Context: an optimization exercise on an open-source flow, tuned for small area, a short achievable clock period and few clock cycles. The choices shown serve that exercise and are no tape-out recipe. Function was checked by simulation only, so behaviour that the tests miss may differ from the original. Power is estimated from default activity; no workload was simulated.

== the previous run ==
==> module dcache, before the edit <==
module dcache (
    input  logic                               CLK,
    input  logic                               nRST,
    input  logic                               dmemREN,
    input  logic                               dmemWEN,
    input  logic                               datomic,
    input  logic                               halt,
    input  dcache_geom_pkg::dcache_addr_u      dmemaddr,
    input  dcache_cpu_pkg::word_t              dmemstore,
    output logic                               dhit,
    output dcache_cpu_pkg::word_t              dmemload,
    output logic                               flushed,
    output logic                               dREN,
    output logic                               dWEN,
    output logic [dcache_geom_pkg::ADDR_W-1:0] daddr,
    output dcache_cpu_pkg::word_t              dstore,
    input  dcache_cpu_pkg::word_t              dload,
    input  logic                               dwait
);
    logic sc, sc_chk, sc_ok_r, link_valid, halted;
    assign sc = dmemWEN && datomic;
    always_ff @(posedge CLK or negedge nRST) begin
        if (!nRST) begin
            sc_chk <= 1'b0;
            halted <= 1'b0;
        end else begin
            sc_chk <= sc_chk ? (sc_ok_r && dwait) : (sc && link_valid && !halted);
            halted <= halt;
        end
    end
    assign flushed = halt;
    assign dREN   = dmemREN && !halted;
    assign dWEN   = !halted && (sc_chk ? sc_ok_r : (dmemWEN && !datomic));
    assign daddr  = dmemaddr.raw;    
    assign dstore = dmemstore;
    assign dhit = !halted && (sc_chk ? (!sc_ok_r || !dwait)
                                     : ((dmemREN || (dmemWEN && !datomic)) && !dwait
                                        || sc && !link_valid));
    assign dmemload[31:1] = (dmemWEN || sc_chk) ? '0 : dload[31:1];
    assign dmemload[0]    = sc_chk ? sc_ok_r : (!dmemWEN && dload[0]);
    dcache_link i_link (
        .CLK, .nRST, .addr(dmemaddr.raw),
        .dmemREN, .dmemWEN, .datomic,
        .active(!halted), .sc_chk, .link_valid, .sc_ok_r
    );
endmodule
clock: 11.0 ns
lec_check: 0
cap_margin: 20
core_margin: 2
core_utilization: 65
slew_margin: 20
buffer_ports_args: -buffer_cell sky130_fd_sc_hd__buf_1
setup_slack_margin: 5.8
cts_args: -sink_clustering_enable -repair_clock_nets -dont_use_dummy_load -buf_list sky130_fd_sc_hd__clkbuf_4 -root_buf sky130_fd_sc_hd__clkbuf_4 -sink_clustering_buffer sky130_fd_sc_hd__clkbuf_4 -tree_buf sky130_fd_sc_hd__clkbuf_4
standard.sh (not shown) runs the stock make flow with config.mk's settings and CLKGATE_MAP_FILE= SYNTH_SCRIPT=/design/flow/synth_recipe.tcl, a recipe that flattens the netlist after the stock synthesis.
==> flow/flow/run.sh <==
#!/bin/bash
# Standard layout with three changes to how it is built (the constraints are untouched):
#  - port buffers are the plain buf_1 cell rather than the cell buffer_ports picks by
#    default (a slow delay buffer);
#  - repair_timing is asked for more setup slack, so that it sizes the port-to-port
#    paths, which otherwise meet the clock with room to spare and stay at minimum size;
#  - the clock tree for the few flip-flops is built from clkbuf_4 cells, without the
#    dummy loads CTS adds for balancing.
set -e
cd "$(dirname "$0")/.."
cat >> config.mk <<'MK'
export BUFFER_PORTS_ARGS = -buffer_cell sky130_fd_sc_hd__buf_1
export SETUP_SLACK_MARGIN = 5.8
export CTS_ARGS = -sink_clustering_enable -repair_clock_nets -dont_use_dummy_load -buf_list sky130_fd_sc_hd__clkbuf_4 -root_buf sky130_fd_sc_hd__clkbuf_4 -sink_clustering_buffer sky130_fd_sc_hd__clkbuf_4 -tree_buf sky130_fd_sc_hd__clkbuf_4
MK
bash standard.sh > standard.log 2>&1
Testbench counts of the previous run, summed over its fixed seeds: cycles 6,748.
Changes in the current run relative to the previous run:
--- a/flow/design.v
+++ b/flow/design.v
@@ -87,11 +87,12 @@
     always_ff @(posedge CLK or negedge nRST) begin
         if (!nRST) begin
             sc_chk <= 1'b0;
-            halted <= 1'b0;
         end else begin
             sc_chk <= sc_chk ? (sc_ok_r && dwait) : (sc && link_valid && !halted);
-            halted <= halt;
         end
+    end
+    always_ff @(posedge CLK) begin
+        halted <= halt;
     end
     assign flushed = halt;
     assign dREN   = dmemREN && !halted;
### Flow results
Die width of the previous run is on par with the current run. The previous run → the current run: final core utilization fell by 0.44 points, simple-gate portion of the synthesized area stayed essentially flat, switching part of the total fell by 0.44 points. Compared to the previous run, the current run shows a narrower setup margin. Diff the previous run -> the current run: clock share of power now sits lower, wire length of the first global-routing pass now sits higher, time the worst path needs with I/O delays and setup now sits higher. Going from the previous run to the current run, the met3 usage was found to have gone up by 2.1 points. Going from the previous run to the current run, global-route usage increased 0.18 points, routed wire length down 78 um, fmax fell about 0.8%.
Testbench counts of the current run, summed over its fixed seeds: cycles 6,748.

* * *

Setup of v6:
Another version of the RTL of dcache (not shown whole).
Size in the first run: ~190 cells after synthesis, ~34 flip-flops, about 200 I/O pins, roughly 2100 um2 of cells after synthesis.
==> module dcache_link, before the edit <==
module dcache_link (
    input  logic        CLK,
    input  logic        nRST,
    input  logic [31:0] addr,
    input  logic        dmemREN,
    input  logic        dmemWEN,
    input  logic        datomic,
    input  logic        commit,
    output logic        link_valid,
    output logic        sc_ok_r
);
    logic [31:2] link_addr;
    logic        addr_match;
    assign addr_match = (link_addr == addr[31:2]);
    always_ff @(posedge CLK or negedge nRST) begin
        if (!nRST) begin
            link_valid <= 1'b0;
        end else if (commit) begin
            if (dmemREN && datomic) begin
                link_valid <= 1'b1;    
            end else if (dmemWEN && (datomic || addr_match)) begin
                link_valid <= 1'b0;    
            end
        end
    end
    always_ff @(posedge CLK) begin
        if (dmemREN && datomic) begin
            link_addr <= addr[31:2];
        end
        sc_ok_r <= link_valid && addr_match;
    end
endmodule
==> module dcache, before the edit <==
module dcache (
    input  logic                               CLK,
    input  logic                               nRST,
    input  logic                               dmemREN,
    input  logic                               dmemWEN,
    input  logic                               datomic,
    input  logic                               halt,
    input  dcache_geom_pkg::dcache_addr_u      dmemaddr,
    input  dcache_cpu_pkg::word_t              dmemstore,
    output logic                               dhit,
    output dcache_cpu_pkg::word_t              dmemload,
    output logic                               flushed,
    output logic                               dREN,
    output logic                               dWEN,
    output logic [dcache_geom_pkg::ADDR_W-1:0] daddr,
    output dcache_cpu_pkg::word_t              dstore,
    input  dcache_cpu_pkg::word_t              dload,
    input  logic                               dwait
);
    logic sc, sc_chk, sc_ok_r, link_valid, halted;
    assign sc = dmemWEN && datomic;
    always_ff @(posedge CLK or negedge nRST) begin
        if (!nRST) begin
            sc_chk <= 1'b0;
            halted <= 1'b0;
        end else begin
            sc_chk <= sc && link_valid && !halted && !dhit;
            halted <= halt;
        end
    end
    assign flushed = halted;
    assign dREN   = dmemREN && !halted;
    assign dWEN   = !halted && (sc_chk ? sc_ok_r : (dmemWEN && !datomic));
    assign daddr  = dmemaddr.raw;    
    assign dstore = dmemstore;
    assign dhit = !halted && (sc_chk ? (!sc_ok_r || !dwait)
                                     : ((dmemREN || (dmemWEN && !datomic)) && !dwait
                                        || sc && !link_valid));
    assign dmemload[31:1] = (dmemWEN || sc_chk) ? '0 : dload[31:1];
    assign dmemload[0]    = sc_chk ? sc_ok_r : (!dmemWEN && dload[0]);
    dcache_link i_link (
        .CLK, .nRST, .addr(dmemaddr.raw),
        .dmemREN, .dmemWEN, .datomic,
        .commit(dhit), .link_valid, .sc_ok_r
    );
endmodule
==> flow/config.mk <==
export PLATFORM = sky130hd
export DESIGN_NAME = dcache
export DESIGN_NICKNAME = dcache
export VERILOG_FILES = /design/flow/design.v
export SDC_FILE = /design/flow/constraint.sdc
export NUM_CORES = 4
export LEC_CHECK = 0
export CAP_MARGIN = 20
export CORE_MARGIN = 2
export CORE_UTILIZATION = 65
export SLEW_MARGIN = 20
export BUFFER_PORTS_ARGS = -buffer_cell sky130_fd_sc_hd__buf_1
export SETUP_SLACK_MARGIN = 5.8
==> flow/constraint.sdc <==
create_clock -name core_clock -period 11.0 [get_ports {CLK}]
set_input_delay 2.2000 -clock core_clock [delete_from_list [all_inputs] [get_ports {CLK}]]
set_output_delay 2.2000 -clock core_clock [all_outputs]
set_load 0.01 [all_outputs]
==> flow/flow/run.sh <==
#!/bin/bash
# Standard layout, except that the port buffers are the plain buf_1 cell rather than
# the cell buffer_ports picks by default (a slow delay buffer), and repair_timing is
# asked for more setup slack so that it sizes the port-to-port paths, which otherwise
# meet the clock with room to spare and are left at minimum size.
set -e
cd "$(dirname "$0")/.."
cat >> config.mk <<'MK'
export BUFFER_PORTS_ARGS = -buffer_cell sky130_fd_sc_hd__buf_1
export SETUP_SLACK_MARGIN = 5.8
MK
bash standard.sh > standard.log 2>&1
Testbench counts of v6, summed over its fixed seeds: cycles 6,756.
What v7 does differently from v6 at the input level:
--- a/flow/design.v
+++ b/flow/design.v
@@ -32,7 +32,8 @@
     input  logic        dmemREN,
     input  logic        dmemWEN,
     input  logic        datomic,
-    input  logic        commit,
+    input  logic        active,      
+    input  logic        sc_chk,      
     output logic        link_valid,
     output logic        sc_ok_r
 );
@@ -42,7 +43,7 @@
     always_ff @(posedge CLK or negedge nRST) begin
         if (!nRST) begin
             link_valid <= 1'b0;
-        end else if (commit) begin
+        end else if (active) begin
             if (dmemREN && datomic) begin
                 link_valid <= 1'b1;    
             end else if (dmemWEN && (datomic || addr_match)) begin
@@ -54,7 +55,7 @@
         if (dmemREN && datomic) begin
             link_addr <= addr[31:2];
         end
-        sc_ok_r <= link_valid && addr_match;
+        sc_ok_r <= (link_valid || sc_chk) && addr_match;
     end
 endmodule
 `default_nettype wire
@@ -88,11 +89,11 @@
             sc_chk <= 1'b0;
             halted <= 1'b0;
         end else begin
-            sc_chk <= sc && link_valid && !halted && !dhit;
+            sc_chk <= sc_chk ? (sc_ok_r && dwait) : (sc && link_valid && !halted);
             halted <= halt;
         end
     end
-    assign flushed = halted;
+    assign flushed = halt;
     assign dREN   = dmemREN && !halted;
     assign dWEN   = !halted && (sc_chk ? sc_ok_r : (dmemWEN && !datomic));
     assign daddr  = dmemaddr.raw;    
@@ -105,7 +106,7 @@
     dcache_link i_link (
         .CLK, .nRST, .addr(dmemaddr.raw),
         .dmemREN, .dmemWEN, .datomic,
-        .commit(dhit), .link_valid, .sc_ok_r
+        .active(!halted), .sc_chk, .link_valid, .sc_ok_r
     );
 endmodule
 `default_nettype wire
--- outcome ---
v7 against v6: clock group total power fell by about 6.5%; power saw a decrease; clock buffer and inverter area fraction after layout moved down; synthesized-area fraction occupied by and/or/nand/nor cells shows no meaningful change. The wire length number comes out lower for v6 vs v7.
Testbench counts of v7, summed over its fixed seeds: cycles 6,748.

port drivers added, routing unchanged:
No port has a modelled driver above. Below, the same layouts with a new extraction and two added sets of constraints. Step 1 (the two cells are an assumption about what drives the block):
set clk [get_ports {CLK}]
set_driving_cell -lib_cell sky130_fd_sc_hd__clkbuf_16 $clk
set_driving_cell -lib_cell sky130_fd_sc_hd__buf_2 [delete_from_list [all_inputs] $clk]
Step 2 moves the port delays by t, midway between the first and last clock arrival at a register: inputs arrive t later, outputs are due t later. That takes back most of the time a late clock gives input paths. a / b / c = no drivers / after step 1 / after step 2; a / b = the first two.
run	t (ns)	setup slack, ns	worst setup path at the end
the previous run	0.339	5.875 / 5.813 / 5.813	input to output
the current run	0.342	5.832 / 5.791 / 5.791	input to output
v6	0.348	5.811 / 5.786 / 5.786	input to output
v7	0.346	5.875 / 5.810 / 5.810	input to output
After both steps every run listed still meets setup and hold. The setup slack of v7, which loses most, moves by -0.065 ns with the drivers and by -0.065 ns with both steps.
